From an optimization exercise on the open Yosys and OpenROAD flow, aimed at small area, a short achievable clock period and few clock cycles per item; shortcuts taken in it are not production practice. The RTL was checked by simulation tests, not by an equivalence proof against the original design. No activity file was given, so power comes from the tool's default toggle rates.

$ cat flow/config.mk
export PLATFORM = sky130hd
export DESIGN_NAME = tlb_page_table_lru_translate_core
export DESIGN_NICKNAME = tlb_page_table_lru_translate_core
export VERILOG_FILES = /design/flow/design.v
export SDC_FILE = /design/flow/constraint.sdc
export NUM_CORES = 4
export LEC_CHECK = 0
export CAP_MARGIN = 20
export CORE_MARGIN = 2
export CORE_UTILIZATION = 40
export SLEW_MARGIN = 20
$ cat flow/constraint.sdc
create_clock -name core_clock -period 8.5 [get_ports {clock}]
set_input_delay 1.7000 -clock core_clock [delete_from_list [all_inputs] [get_ports {clock}]]
set_output_delay 1.7000 -clock core_clock [all_outputs]
set_load 0.01 [all_outputs]
$ cat flow/design.v
package tlbpt_pkg;
   localparam int TLB_ENTRIES = 4;
   localparam int PAGE_COUNT  = 16;
   localparam int FRAME_COUNT = 8;
   localparam int PAGE_BYTES  = 256;
   localparam int TLB_W    = $clog2(TLB_ENTRIES);
   localparam int PAGE_W   = $clog2(PAGE_COUNT);
   localparam int FRAME_W  = $clog2(FRAME_COUNT);
   localparam int OFFSET_W = $clog2(PAGE_BYTES);
   localparam int ADDR_W  = 12;
   localparam int PHYS_W  = 11;
   localparam int COUNT_W = 16;
endpackage
import tlbpt_pkg::*;
module tlbpt_ctrl
(
   input  logic              clock,
   input  logic              reset,
   input  logic              start,
   input  logic [ADDR_W-1:0] req_addr,
   output logic              busy,
   output logic              req_valid,
   output logic [ADDR_W-1:0] req_addr_ff
);
   always_ff @(posedge clock) begin
      if (reset) begin
         req_valid <= 1'b0;
      end else begin
         req_valid <= start;
      end
      req_addr_ff <= req_addr;
   end
   assign busy = 1'b0;
endmodule
import tlbpt_pkg::*;
module tlbpt_datapath
(
   input  logic               clock,
   input  logic               reset,
   input  logic               valid,
   input  logic [ADDR_W-1:0]  addr,
   output logic               rsp_valid,
   output logic [PHYS_W-1:0]  phys_addr,
   output logic               tlb_hit,
   output logic               page_fault,
   output logic               evicted,
   output logic [PAGE_W-1:0]  evicted_page,
   output logic [FRAME_W-1:0] frame_used,
   output logic [TLB_W-1:0]   tlb_slot,
   output logic [COUNT_W-1:0] hit_total,
   output logic [COUNT_W-1:0] fault_total
);
   logic [TLB_ENTRIES-1:0]  tlb_valid_ff;
   logic [TLB_ENTRIES-1:0][PAGE_W-1:0]      tlb_page_ff;
   logic [TLB_ENTRIES-1:0][TLB_ENTRIES-1:0] tlb_old_ff;
   logic [FRAME_COUNT-1:0]  frame_alloc_ff;           
   logic [FRAME_COUNT-1:0][PAGE_W-1:0]      frame_page_ff;
   logic [FRAME_COUNT-1:0][FRAME_COUNT-1:0] frame_old_ff;
   logic [COUNT_W-1:0]      hit_count_ff;
   logic [COUNT_W-1:0]      fault_count_ff;
   logic               rsp_valid_ff;
   logic [OFFSET_W-1:0] offset_ff;
   logic [FRAME_W-1:0] frame_ff;
   logic [TLB_W-1:0]   slot_ff;
   logic               hit_ff;
   logic               fault_ff;
   logic               ev_ff;
   logic [PAGE_W-1:0]  ev_page_ff;
   logic [PAGE_W-1:0]      page;
   logic [TLB_ENTRIES-1:0] tlb_match;
   logic                   hit;
   logic [FRAME_COUNT-1:0] frame_match;
   logic                   resident;
   logic                   full;
   logic [FRAME_COUNT-1:0] free_oh;
   logic [FRAME_COUNT-1:0] lru_frame_oh;
   logic [PAGE_W-1:0]      victim_page;
   logic                   evict;
   logic [FRAME_COUNT-1:0] use_frame_oh;
   logic [FRAME_W-1:0]     use_frame;
   logic [TLB_ENTRIES-1:0] tlb_kept;
   logic [TLB_ENTRIES-1:0] free_slot_oh;
   logic [TLB_ENTRIES-1:0] lru_slot_oh;
   logic [TLB_ENTRIES-1:0] use_slot_oh;
   logic [TLB_W-1:0]       use_slot;
   logic [TLB_ENTRIES-1:0][TLB_ENTRIES-1:0] tlb_older;
   logic [FRAME_COUNT-1:0][FRAME_COUNT-1:0] frame_older;
   always_comb begin
      tlb_older = '0;
      for (int i = 0; i < TLB_ENTRIES; i++) begin
         for (int j = i + 1; j < TLB_ENTRIES; j++) begin
            tlb_older[i][j] = tlb_old_ff[i][j];
            tlb_older[j][i] = !tlb_old_ff[i][j];
         end
      end
      frame_older = '0;
      for (int i = 0; i < FRAME_COUNT; i++) begin
         for (int j = i + 1; j < FRAME_COUNT; j++) begin
            frame_older[i][j] = frame_old_ff[i][j];
            frame_older[j][i] = !frame_old_ff[i][j];
         end
      end
   end
   assign page = addr[OFFSET_W +: PAGE_W];
   always_comb begin
      for (int i = 0; i < TLB_ENTRIES; i++) begin
         tlb_match[i] = tlb_valid_ff[i] && (tlb_page_ff[i] == page);
      end
      hit = |tlb_match;
      for (int f = 0; f < FRAME_COUNT; f++) begin
         frame_match[f] = frame_alloc_ff[f] && (frame_page_ff[f] == page);
      end
      resident = |frame_match;
      full     = frame_alloc_ff[FRAME_COUNT-1];
      for (int f = 0; f < FRAME_COUNT; f++) begin
         free_oh[f] = !frame_alloc_ff[f] && ((f == 0) || frame_alloc_ff[(f == 0) ? 0 : f - 1]);
         lru_frame_oh[f] = 1'b1;
         for (int j = 0; j < FRAME_COUNT; j++) begin
            if (j != f) lru_frame_oh[f] = lru_frame_oh[f] && frame_older[f][j];
         end
      end
      victim_page = '0;
      for (int f = 0; f < FRAME_COUNT; f++) begin
         if (lru_frame_oh[f]) victim_page = victim_page | frame_page_ff[f];
      end
      evict        = !resident && full;
      use_frame_oh = resident ? frame_match : (full ? lru_frame_oh : free_oh);
      use_frame    = '0;
      for (int f = 0; f < FRAME_COUNT; f++) begin
         if (use_frame_oh[f]) use_frame = use_frame | FRAME_W'(f);
      end
      for (int i = 0; i < TLB_ENTRIES; i++) begin
         tlb_kept[i] = tlb_valid_ff[i] && !(evict && (tlb_page_ff[i] == victim_page));
      end
      for (int i = 0; i < TLB_ENTRIES; i++) begin
         free_slot_oh[i] = !tlb_kept[i];
         for (int j = 0; j < i; j++) begin
            free_slot_oh[i] = free_slot_oh[i] && tlb_kept[j];
         end
         lru_slot_oh[i] = 1'b1;
         for (int j = 0; j < TLB_ENTRIES; j++) begin
            if (j != i) lru_slot_oh[i] = lru_slot_oh[i] && tlb_older[i][j];
         end
      end
      use_slot_oh = hit ? tlb_match : ((&tlb_kept) ? lru_slot_oh : free_slot_oh);
      use_slot    = '0;
      for (int i = 0; i < TLB_ENTRIES; i++) begin
         if (use_slot_oh[i]) use_slot = use_slot | TLB_W'(i);
      end
   end
   always_ff @(posedge clock) begin
      if (reset) begin
         tlb_valid_ff   <= '0;
         frame_alloc_ff <= '0;
         hit_count_ff   <= '0;
         fault_count_ff <= '0;
         rsp_valid_ff   <= 1'b0;
      end else begin
         rsp_valid_ff <= valid;
         if (valid) begin
            if (!hit) begin
               tlb_valid_ff <= tlb_kept | use_slot_oh;
            end
            if (!resident && !full) begin
               frame_alloc_ff <= {frame_alloc_ff[FRAME_COUNT-2:0], 1'b1};
            end
            if (hit && (hit_count_ff != '1)) begin
               hit_count_ff <= hit_count_ff + COUNT_W'(1);
            end
            if (!resident && (fault_count_ff != '1)) begin
               fault_count_ff <= fault_count_ff + COUNT_W'(1);
            end
         end
      end
   end
   always_ff @(posedge clock) begin
      if (valid) begin
         for (int i = 0; i < TLB_ENTRIES; i++) begin
            if (!hit && use_slot_oh[i]) tlb_page_ff[i] <= page;
            for (int j = i + 1; j < TLB_ENTRIES; j++) begin
               if (use_slot_oh[j])      tlb_old_ff[i][j] <= 1'b1;
               else if (use_slot_oh[i]) tlb_old_ff[i][j] <= 1'b0;
            end
         end
         for (int f = 0; f < FRAME_COUNT; f++) begin
            if (!resident && use_frame_oh[f]) frame_page_ff[f] <= page;
            for (int j = f + 1; j < FRAME_COUNT; j++) begin
               if (use_frame_oh[j])      frame_old_ff[f][j] <= 1'b1;
               else if (use_frame_oh[f]) frame_old_ff[f][j] <= 1'b0;
            end
         end
         offset_ff  <= addr[OFFSET_W-1:0];
         frame_ff   <= use_frame;
         slot_ff    <= use_slot;
         hit_ff     <= hit;
         fault_ff   <= !resident;
         ev_ff      <= evict;
         ev_page_ff <= evict ? victim_page : '0;
      end
   end
   assign rsp_valid    = rsp_valid_ff;
   assign phys_addr    = PHYS_W'({frame_ff, offset_ff});
   assign tlb_hit      = hit_ff;
   assign page_fault   = fault_ff;
   assign evicted      = ev_ff;
   assign evicted_page = ev_page_ff;
   assign frame_used   = frame_ff;
   assign tlb_slot     = slot_ff;
   assign hit_total    = hit_count_ff;
   assign fault_total  = fault_count_ff;
endmodule
import tlbpt_pkg::*;
module tlb_page_table_lru_translate_core
(
   input  logic               clock,
   input  logic               reset,
   input  logic               start,
   output logic               busy,
   input  logic [ADDR_W-1:0]  req_logical_address,
   output logic               rsp_valid,
   output logic [PHYS_W-1:0]  rsp_physical_address,
   output logic               rsp_tlb_hit,
   output logic               rsp_page_fault,
   output logic               rsp_evicted,
   output logic [PAGE_W-1:0]  rsp_evicted_page,
   output logic [FRAME_W-1:0] rsp_frame_used,
   output logic [TLB_W-1:0]   rsp_tlb_slot,
   output logic [COUNT_W-1:0] rsp_hit_total,
   output logic [COUNT_W-1:0] rsp_fault_total
);
   logic              req_valid;
   logic [ADDR_W-1:0] req_addr_ff;
   tlbpt_ctrl u_ctrl (
      .clock       (clock),
      .reset       (reset),
      .start       (start),
      .req_addr    (req_logical_address),
      .busy        (busy),
      .req_valid   (req_valid),
      .req_addr_ff (req_addr_ff)
   );
   tlbpt_datapath u_datapath (
      .clock        (clock),
      .reset        (reset),
      .valid        (req_valid),
      .addr         (req_addr_ff),
      .rsp_valid    (rsp_valid),
      .phys_addr    (rsp_physical_address),
      .tlb_hit      (rsp_tlb_hit),
      .page_fault   (rsp_page_fault),
      .evicted      (rsp_evicted),
      .evicted_page (rsp_evicted_page),
      .frame_used   (rsp_frame_used),
      .tlb_slot     (rsp_tlb_slot),
      .hit_total    (rsp_hit_total),
      .fault_total  (rsp_fault_total)
   );
endmodule
$ cat flow/run.sh
#!/bin/bash
# synth_recipe.tcl (not shown) runs the flow's synth.tcl, then flattens the netlist and writes it again
# the make line also repeats each setting of config.mk as NAME=value (left out here)
make -C /OpenROAD-flow-scripts/flow DESIGN_CONFIG=/design/flow/config.mk WORK_HOME=/design/flow/orfs CLKGATE_MAP_FILE= SYNTH_SCRIPT=/design/flow/synth_recipe.tcl finish
==> notes.md <==
[worst max-delay path, delay by kind of cell, from the launching register on]
family / cells / cell delay (ns)
AOI/OAI and AO/OA: 4 / 1.38
buffers and inverters: 1 / 0.17
DFF: 1 / 0.48
and+or+nand+nor: 4 / 1.37
[cell families (layout without fill, tap and decap cells)]
kind of cell | Yosys count | count (layout)
adders and majority gates | 2 | 2
buffers and inverters | 48 | 131
AOI/OAI and AO/OA | 95 | 95
muxes | 8 | 8
DFF | 160 | 160
other | 1 | 1
and+or+nand+nor | 270 | 270
xor gates and xnor gates | 76 | 76
[state kept, by name, summed over array words and instances (netlist names), 2 cells and up]
signal                     cells
u_datapath.frame_page_ff      32
u_datapath.frame_old_ff       28
u_datapath.fault_count_ff     16
u_datapath.hit_count_ff       16
u_datapath.tlb_page_ff        16
u_ctrl.req_addr_ff            12
u_datapath.frame_alloc_ff      8
u_datapath.offset_ff           8
u_datapath.tlb_old_ff          6
u_datapath.ev_page_ff          4
u_datapath.tlb_valid_ff        4
u_datapath.frame_ff            3
u_datapath.slot_ff             2
[layer usage]
metal | up-vias | global-route usage | part of all wire
met2 | 194 | 0.281 | 0.45
met1 | 2534 | 0.262 | 0.47
met4 | 0 | 0.0633 | 0.019
met5 | - | 0 | 0
li1 | 2530 | - | -
met3 | 26 | 0.0440 | 0.064
[cells in the final DEF, fill, tap and decap left out, drive strengths merged, types with 9 or more instances in the layout]
master | netlist | routed
edfxtp | 102 | 102
nor2 | 86 | 86
clkdlybuf4s50 | 0 | 69
dfxtp | 58 | 58
xor2 | 51 | 51
a21oi | 42 | 42
nand2 | 38 | 38
nor3 | 32 | 32
nand3 | 30 | 30
xnor2 | 25 | 25
inv | 23 | 23
clkbuf | 13 | 22
nand4 | 17 | 17
o21ai | 16 | 16
or3 | 13 | 13
and3 | 9 | 9
[worst min path at each step]
stage / startpoint / endpoint / slack [ns]
final: u_ctrl.req_addr_ff[6]$_DFF_P_ / u_datapath.offset_ff[6]$_DFFE_PP_ / 0.40
after floorplan: u_ctrl.req_addr_ff[0]$_DFF_P_ / u_datapath.offset_ff[0]$_DFFE_PP_ / 0.39
after global placement: u_ctrl.req_addr_ff[2]$_DFF_P_ / u_datapath.offset_ff[2]$_DFFE_PP_ / 0.39
after global routing: u_ctrl.req_addr_ff[6]$_DFF_P_ / u_datapath.offset_ff[6]$_DFFE_PP_ / 0.41
after CTS: u_ctrl.req_addr_ff[7]$_DFF_P_ / u_datapath.offset_ff[7]$_DFFE_PP_ / 0.41
after detailed placement: u_ctrl.req_addr_ff[7]$_DFF_P_ / u_datapath.offset_ff[7]$_DFFE_PP_ / 0.39
[power by group]
group,internal (mW),switching (mW)
clock network,0.516,0.295
registers,0.841,0.0110
logic,0.0353,0.0477
[final cells by class]
type                       instances  area, um2  share of cell area
sequential                       160       4230               0.477
timing repair buffer              75        753              0.0850
inverter                          24       90.1              0.0102
tap                              229        287              0.0323
clock buffer                      22        475              0.0536
multi-input combinational        452       2880               0.324
clock inverter                    10        158              0.0178
[synth_stat cells, types with 5 or more instances]
cell type,number
o21ai_0,12
nor4_1,5
a31oi_1,5
o21a_1,5
nor3b_1,6
nand2b_1,5
and3_1,8
nand4_1,17
xnor2_1,25
nor2_1,86
inv_1,23
a21oi_1,41
nand2_1,38
edfxtp_1,102
clkbuf_1,13
mux2i_1,8
or3_1,12
xor2_1,51
dfxtp_1,58
and4_1,5
nand3_1,29
nor2b_1,8
nor3_1,30
==> metrics.md <==
| Metric | Value |
|---|---|
| Status | no timing/DRC/antenna violations |
| Skew final | 0.00659 ns |
| Routed WL | between 15000 and 20000 um |
| Die ar. | 0.0194 mm2 |
| Port Buffer Count | 70 |
| Post-synthesis cell type count | between 60 and 70 |
| Die Y | between 100 and 150 um |
| # nets final | around 750 |
| Syn Std Cell Area | 0.00732 mm2 |
| Placed insts | 939 |
| Drt via density | 5.44 |
| Min-delay worst type | flop to flop |
| Critical Path End | u_datapath.tlb_page_ff[5]$_DFFE_PP_ |
| CTS Buf Count | 17 |
| Non-filler cells, final | between 900 and 1000 |
| Top cells by area, synth | edfxtp_1, dfxtp_1, xor2_1 |
| Critical-path cell list | or4b_4 > o32ai_1 > a221oi_1 > nand3_1 > or4b_4 > o41ai_4 > a41o_2 > nand3_1 > inv_1 |
| Total global-route track usage | 0.185 |
| Post-synth EDFFs | 102 |
| Core Rows | 49 |
| Post-Synth Adder-Cell Area | 0.00342 |
| Mux share of post-synthesis cell area | 0.0109 |
| Cts hold-fix bufs | 0 |
| First-pass GRT wire length | about 28000 um |
| RSZ-0062 raised after global routing | no |
| CP Launch Type | flop |
| Synth Area per Inst | 11.1 um2 |
| MaxCap Viol Count | 0 |
| Worst rel slew slack | 0.298 |
| R2r startpoint | u_datapath.frame_old_ff[4]$_SDFFCE_PP1P_ |
| Post-route ant nets | 0 |
| Top_reg_cell synth | edfxtp_1 |
| Width of the die | 139 um |
| Synth Area in Compound Gates | 0.0961 |
| Share of the synthesized area in the top cell type | 0.418 |
| Worst Tran Pin Value | roughly 1.0 ns |
| Seq cells post-synth | 160 |
| Combinational family with the most area after synthesis | simple AND/OR/NAND/NOR gates |
| Number of diodes | 0 |
| Worst hold stages | 0 |
| Root buffer cell | clkbuf_16 |
| Final Hold Vio Count | 0 |
| Final Worst Setup Slack | approximately 4.8 ns |
| CTS tree | yes |
| Total Power | 1.75 mW |
| Simple logic cell fraction of the synthesized area | 0.191 |
| Vias in the first global route | around 5200 |
| Crit Path Class | flop to flop |
| Layout cells sized above 1 | 0.0821 |
| Fin crit period | 3.70 ns |
| Initial antenna violation count | 0 |
| Setup crit start | u_datapath.frame_old_ff[4]$_SDFFCE_PP1P_ |
| Sequential fraction of the synthesis area | 0.577 |
| Util after Layout | 0.493 |
| Synth-to-Final Area Change | 21.1% |
| Final Slew Violations | 0 |
| Post-synth top area cell | edfxtp_1 |
| Worst-path maximum fanout | 7 |
| CTS sink cnt | between 150 and 200 |
| Via Count | 5284 |
| DRC viols | 0 |
| R2R depth | 9 |
| Crit. End Element | flop |
| Max frequency | 0.270 GHz |
| Clock Path Buffers | 2 |
| H-tree Lvls | 4 |
| Async S/R FF share, synth | 0 |
| Starting Density | 0.408 |
| Capturing point of the worst reg2reg path | u_datapath.tlb_page_ff[5]$_DFFE_PP_ |
| Post-CTS Resized | 0 |
| Internal reg-to-reg setup slack | 4.80 ns |
| Arrival time worst endpoint | 3.83 ns |
| Violation count after the first detailed-route iteration | 373 |
| CP max stage delay | between 0.5 and 0.6 ns |
| Largest net degree at the start of global routing | 47 |
| Routed length per instance | 17.9 um |
| Total gr overflow | 0 |
| DP Wirelength | between 10000 and 15000 um |
| Worst skew pair latency | 0.42 ns |
| Placed Area | about 0.0082 mm2 |
| Post-Syn Nets | 677 |
| XOR/XNOR share of the synthesized area | 0.0909 |
| Core region area | 0.0180 mm2 |
| Drt pass-1 iters | 5 |
| Synth Instances | 660 |
| Max rail drop VDD | 0.000137 V |
| Final period util | 0.436 |
| Yosys Warn Count | 2 |
| Crit path max-delay cell type | or4b_4 |
| I/O pin total | 72 |
| Placer Congestion | 0.936 |
| Post-CTS Setup Bufs | 0 |
| Design area | just under 0.009 mm2 |
| P_leak | 3.09 nW |
| Req. time, crit path | 8.63 ns |
| Cell Pwr Density | 197 mW/mm2 |
| Fin Hold WS | 0.401 ns |
| Clock Pin Slew Worst Setup and Hold Paths | ~0.06 ns |
| Pre-CTS WS | between 4 and 5 ns |
| Fill cells | 1587 |
| Final setup fails | 0 |
| TNS Setup | 0 ns |
Testbench counts, summed over its fixed seeds: cycles 16,016, items 16,000.

==> port drivers added, routing unchanged <==
In the flow no input, the clock included, has a driving cell. The finished layout below was timed again as built, in two steps.
Step 1: set_driving_cell puts a clkbuf_16 on clock and a buf_2 on each other input, an assumption about the parent block.
Step 2 also shifts input and output timing later by t, the mid clock arrival at the registers, as if the neighbouring blocks saw the same clock.
Three values: ideal, step 1, step 2; two values: the first two.
t, ns: 0.460
slack for setup (ns): 4.796 / 4.796 / 4.796
hold WS [ns]: 0.401 / 0.401 / 0.401
worst data-port slew with drivers (ns): 0.05
After both steps this run still meets setup and hold. The setup slack of this run moves by 0.000 ns with the drivers and by 0.000 ns with both steps.
